What follows belongs to an exercise in optimizing a design on an open flow for small area and few clock cycles per item; a production flow would make more cautious choices. In this exercise RTL edits were held to simulation tests only and were not proved equivalent to the original. Power is estimated from default activity; no workload was simulated.

try-cedar:
## asp_top
module asp_top (
    input  logic                          pclk,
    input  logic                          rst,
    input  logic [8-1:0]    paddr,
    input  logic                          psel,
    input  logic                          penable,
    input  logic                          pwrite,
    input  logic [64-1:0]        pwdata,
    output logic [64-1:0]        prdata,
    output logic                          pready,
    output logic                          pslverr,
    output mem_chan_pkg::host_addr_t      host_address,
    output logic                          host_read,
    input  logic                          host_waitrequest,
    input  mem_chan_pkg::mem_word_t       host_readdata,
    input  logic                          host_readdatavalid,
    output mem_chan_pkg::lmem_addr_t      lmem_address,
    output logic                          lmem_write,
    output mem_chan_pkg::mem_word_t       lmem_writedata,
    input  logic                          lmem_waitrequest,
    output logic                          job_done
);
Size in the first run: ~1100 cells after synthesis, roughly 350 flip-flops, ~330 I/O pins, about 14000 um^2 of cells after synthesis.
clock: 5.0 ns
lec_check: 0
cap_margin: 5
core_margin: 2
core_utilization: 60
slew_margin: 5
standard.sh (not shown) runs the stock make flow with config.mk's settings and CLKGATE_MAP_FILE= SYNTH_SCRIPT=/design/flow/synth_recipe.tcl, a recipe that flattens the netlist after the stock synthesis.
==> flow/flow/run.sh <==
#!/bin/bash
# Standard ORFS layout with two changes to how it is built:
#  - each port gets a sky130 buf_1 as its port buffer instead of the
#    default delay-cell buffer
#  - the clock tree is built from small clock buffers without dummy loads
set -euo pipefail
export BUFFER_PORTS_ARGS="-buffer_cell sky130_fd_sc_hd__buf_1"
export CTS_ARGS="-sink_clustering_enable -repair_clock_nets -dont_use_dummy_load -buf_list {sky130_fd_sc_hd__clkbuf_8} -sink_clustering_size 20 -sink_clustering_max_diameter 60"
bash standard.sh finish > standard_flow.log 2>&1
Testbench counts of try-cedar, summed over its fixed seeds: cycles 21,085, words 10,274.
#### Input delta (try-fjord over try-cedar)
# try-cedar
export LEC_CHECK = 0
export CAP_MARGIN = 5
export CORE_MARGIN = 2
export CORE_UTILIZATION = 60
export SLEW_MARGIN = 5
create_clock -name core_clock -period 5.0 [get_ports {pclk}]
# try-fjord
export LEC_CHECK = 0
export CAP_MARGIN = 20
export CORE_MARGIN = 2
export CORE_UTILIZATION = 60
export SLEW_MARGIN = 20
create_clock -name core_clock -period 5.0 [get_ports {pclk}]
diff --git a/flow/flow/run.sh b/flow/flow/run.sh
--- a/flow/flow/run.sh
+++ b/flow/flow/run.sh
@@ -8 +8 @@
-export CTS_ARGS="-sink_clustering_enable -repair_clock_nets -dont_use_dummy_load -buf_list {sky130_fd_sc_hd__clkbuf_8} -sink_clustering_size 20 -sink_clustering_max_diameter 60"
+export CTS_ARGS="-sink_clustering_enable -repair_clock_nets -dont_use_dummy_load -buf_list {sky130_fd_sc_hd__clkbuf_4} -sink_clustering_size 12 -sink_clustering_max_diameter 40"
try-fjord vs try-cedar, instance count: try-fjord higher
[diff] final design area excluding fillers, try-fjord relative to try-cedar: improvement
The worst-case hold slack of try-fjord was superior to that of try-cedar.
try-fjord vs. try-cedar: post-cts resize count now sits at about the same level, met1 capacity usage during global routing now sits lower.
The following lists how try-yarrow was set up differently from try-fjord:
# try-fjord
export LEC_CHECK = 0
export CAP_MARGIN = 20
export CORE_MARGIN = 2
export CORE_UTILIZATION = 60
export SLEW_MARGIN = 20
create_clock -name core_clock -period 5.0 [get_ports {pclk}]
# try-yarrow
export LEC_CHECK = 0
export CAP_MARGIN = 20
export CORE_MARGIN = 2
export CORE_UTILIZATION = 40
export SLEW_MARGIN = 20
create_clock -name core_clock -period 5.0 [get_ports {pclk}]
diff --git a/flow/flow/run.sh b/flow/flow/run.sh
--- a/flow/flow/run.sh
+++ b/flow/flow/run.sh
@@ -8 +8 @@
-export CTS_ARGS="-sink_clustering_enable -repair_clock_nets -dont_use_dummy_load -buf_list {sky130_fd_sc_hd__clkbuf_4} -sink_clustering_size 12 -sink_clustering_max_diameter 40"
+export CTS_ARGS="-sink_clustering_enable -repair_clock_nets -dont_use_dummy_load -buf_list {sky130_fd_sc_hd__clkbuf_8} -sink_clustering_size 20 -sink_clustering_max_diameter 60"
--- outcome ---
Going from try-fjord to try-yarrow, the count of H-tree levels built during CTS was found to have gone down by 1. Diff try-fjord -> try-yarrow: internal power component rose by 120 uW, setup slack of the critical path after layout fell by 0.13 ns, clock period minus final worst setup slack rose by 0.13 ns, proportion of power drawn by combinational gates stayed essentially flat, power rose by about 3%.
Edits applied to the flow inputs when going from try-yarrow to try-harbor:
diff --git a/flow/flow/run.sh b/flow/flow/run.sh
--- a/flow/flow/run.sh
+++ b/flow/flow/run.sh
@@ -8 +8 @@
-export CTS_ARGS="-sink_clustering_enable -repair_clock_nets -dont_use_dummy_load -buf_list {sky130_fd_sc_hd__clkbuf_8} -sink_clustering_size 20 -sink_clustering_max_diameter 60"
+export CTS_ARGS="-sink_clustering_enable -repair_clock_nets -dont_use_dummy_load -buf_list {sky130_fd_sc_hd__clkbuf_8} -sink_clustering_size 15 -sink_clustering_max_diameter 50"
The insertion delay of the later-clocked pin in the worst-skew pair reported for try-harbor is smaller than that of try-yarrow by 0.05 ns.
Re final cell utilization of the core: try-yarrow and try-harbor aren't equal, and the higher value belongs to try-harbor.
Final wirelength went up slightly going from try-yarrow to try-harbor.
Delta (try-harbor minus try-yarrow): power drawn by the clock network has increased, part of the total power dissipated in combinational logic has remained practically unchanged, sequential share of power has decreased.
The switching power of try-harbor exceeds that of try-yarrow by 37 uW.

* * *

Another version of the RTL of asp_top (not shown whole).
Size: about 1100 cells after synthesis, ~350 flip-flops, ~330 I/O pins, about 15000 um^2 of cells after synthesis.
export LEC_CHECK = 0
export CAP_MARGIN = 20
export CORE_MARGIN = 2
export CORE_UTILIZATION = 40
export SLEW_MARGIN = 20
create_clock -name core_clock -period 5.0 [get_ports {pclk}]
==> flow/flow/run.sh <==
#!/bin/bash
# Standard ORFS layout with two changes to how it is built:
#  - each port gets a sky130 buf_1 as its port buffer instead of the
#    default delay-cell buffer
#  - the clock tree is built from small clock buffers without dummy loads
set -euo pipefail
export BUFFER_PORTS_ARGS="-buffer_cell sky130_fd_sc_hd__buf_1"
export CTS_ARGS="-sink_clustering_enable -repair_clock_nets -dont_use_dummy_load -buf_list {sky130_fd_sc_hd__clkbuf_8 sky130_fd_sc_hd__clkbuf_16} -sink_clustering_size 20 -sink_clustering_max_diameter 60"
bash standard.sh finish > standard_flow.log 2>&1
The starting point ran to the end with no violations.
Testbench counts at the start, summed over its fixed seeds: cycles 21,085, words 10,274.
Edit:
==> flow/run.sh (new file) <==
#!/bin/bash
# synth_recipe.tcl (not shown) runs the flow's synth.tcl, then flattens the netlist and writes it again
# the make line also repeats each setting of config.mk as NAME=value (left out here)
make -C /OpenROAD-flow-scripts/flow DESIGN_CONFIG=/design/flow/config.mk WORK_HOME=/design/flow/orfs CLKGATE_MAP_FILE= SYNTH_SCRIPT=/design/flow/synth_recipe.tcl finish
removed: flow/flow/run.sh
removed: flow/standard.sh
The new run went through all stages and came out clean; cell count climbs by 1.9%; fmax is lower by 12%; hold slack degrades by 0.013 ns; die area stays the same; register-to-register slack gets worse by 0.33 ns; area after synthesis stays the same; design area rises by 15%; wire length climbs by 7.5%; clock skew came out lower by 0.027 ns.
Edit:
==> flow/flow/run.sh (new file) <==
#!/bin/bash
# Standard ORFS layout with two changes to how it is built:
#  - each port gets a sky130 buf_1 as its port buffer instead of the
#    default delay-cell buffer
#  - the clock tree is built from small clock buffers without dummy loads
set -euo pipefail
export BUFFER_PORTS_ARGS="-buffer_cell sky130_fd_sc_hd__buf_1"
export CTS_ARGS="-sink_clustering_enable -repair_clock_nets -dont_use_dummy_load -buf_list {sky130_fd_sc_hd__clkbuf_4 sky130_fd_sc_hd__clkbuf_8}"
bash standard.sh finish > standard_flow.log 2>&1
==> flow/standard.sh (new file) <==
#!/bin/bash
# synth_recipe.tcl (not shown) runs the flow's synth.tcl, then flattens the netlist and writes it again
# the make line also repeats each setting of config.mk as NAME=value (left out here)
make -C /OpenROAD-flow-scripts/flow DESIGN_CONFIG=/design/flow/config.mk WORK_HOME=/design/flow/orfs CLKGATE_MAP_FILE= SYNTH_SCRIPT=/design/flow/synth_recipe.tcl "${@:-finish}"
removed: flow/run.sh
Effect:
- non-clock buffer count went up by 2
- setup slack improved by 0.58 ns
- cell area drops by 13%
Edit:
--- a/flow/flow/run.sh
+++ b/flow/flow/run.sh
@@ -8 +8 @@
-export CTS_ARGS="-sink_clustering_enable -repair_clock_nets -dont_use_dummy_load -buf_list {sky130_fd_sc_hd__clkbuf_4 sky130_fd_sc_hd__clkbuf_8}"
+export CTS_ARGS="-sink_clustering_enable -repair_clock_nets -dont_use_dummy_load -buf_list {sky130_fd_sc_hd__clkbuf_8} -sink_clustering_size 15 -sink_clustering_max_diameter 50"
After rerunning: The changed run finished with timing, DRC and antenna clean; clock-buffer cell count went down by 18; core utilization is lower by 0.68 points; hold slack is about the same; flip-flop and latch count stays the same; cell area is lower slightly; setup slack loses 0.0059 ns; power drops by a little under a tenth; wire length came out lower slightly; maximum frequency stays flat; synthesized cell count is unchanged; clock skew went up by 0.017 ns.

static timing again, ports no longer ideal:
The flow's constraints put no driver on any port. The routed layouts listed below were extracted and timed again, unchanged, in two steps. Step 1, drivers: a clkbuf_16 drives pclk and a buf_2 each remaining input, both assumed. Step 2, shift: input delay + t, output delay - t, t = (earliest + latest rising clock arrival at the registers) / 2. This alone moves slack from input paths to output paths. a / b / c = no drivers / after step 1 / after step 2; a / b = the first two.
run	t, ns	setup WS [ns]	latest minus earliest clock arrival (ns)	worst register clock-pin slew, ns	worst data-port slew with drivers (ns)
try-cedar	0.603	0.892 / 0.870 / 0.686	0.099 / 0.099	0.12 / 0.12	0.08
try-fjord	0.686	0.894 / 0.873 / 0.712	0.088 / 0.088	0.12 / 0.12	0.08
try-yarrow	0.620	0.765 / 0.745 / 0.710	0.071 / 0.072	0.11 / 0.11	0.07
try-harbor	0.582	0.772 / 0.752 / 0.657	0.059 / 0.060	0.09 / 0.09	0.07
the first run of note 2	0.610	0.990 / 0.968 / 0.968	0.036 / 0.036	0.08 / 0.08	0.09
the second run of note 2	0.582	0.424 / 0.400 / 0.400	0.011 / 0.012	0.06 / 0.06	0.08
the third run of note 2	0.655	1.003 / 0.981 / 0.981	0.049 / 0.049	0.06 / 0.06	0.07
the fourth run of note 2	0.629	0.997 / 0.975 / 0.975	0.053 / 0.053	0.09 / 0.09	0.07
After both steps setup and hold are still met in every run listed. The setup slack of try-cedar, which loses most, moves by -0.022 ns with the drivers and by -0.206 ns with both steps.
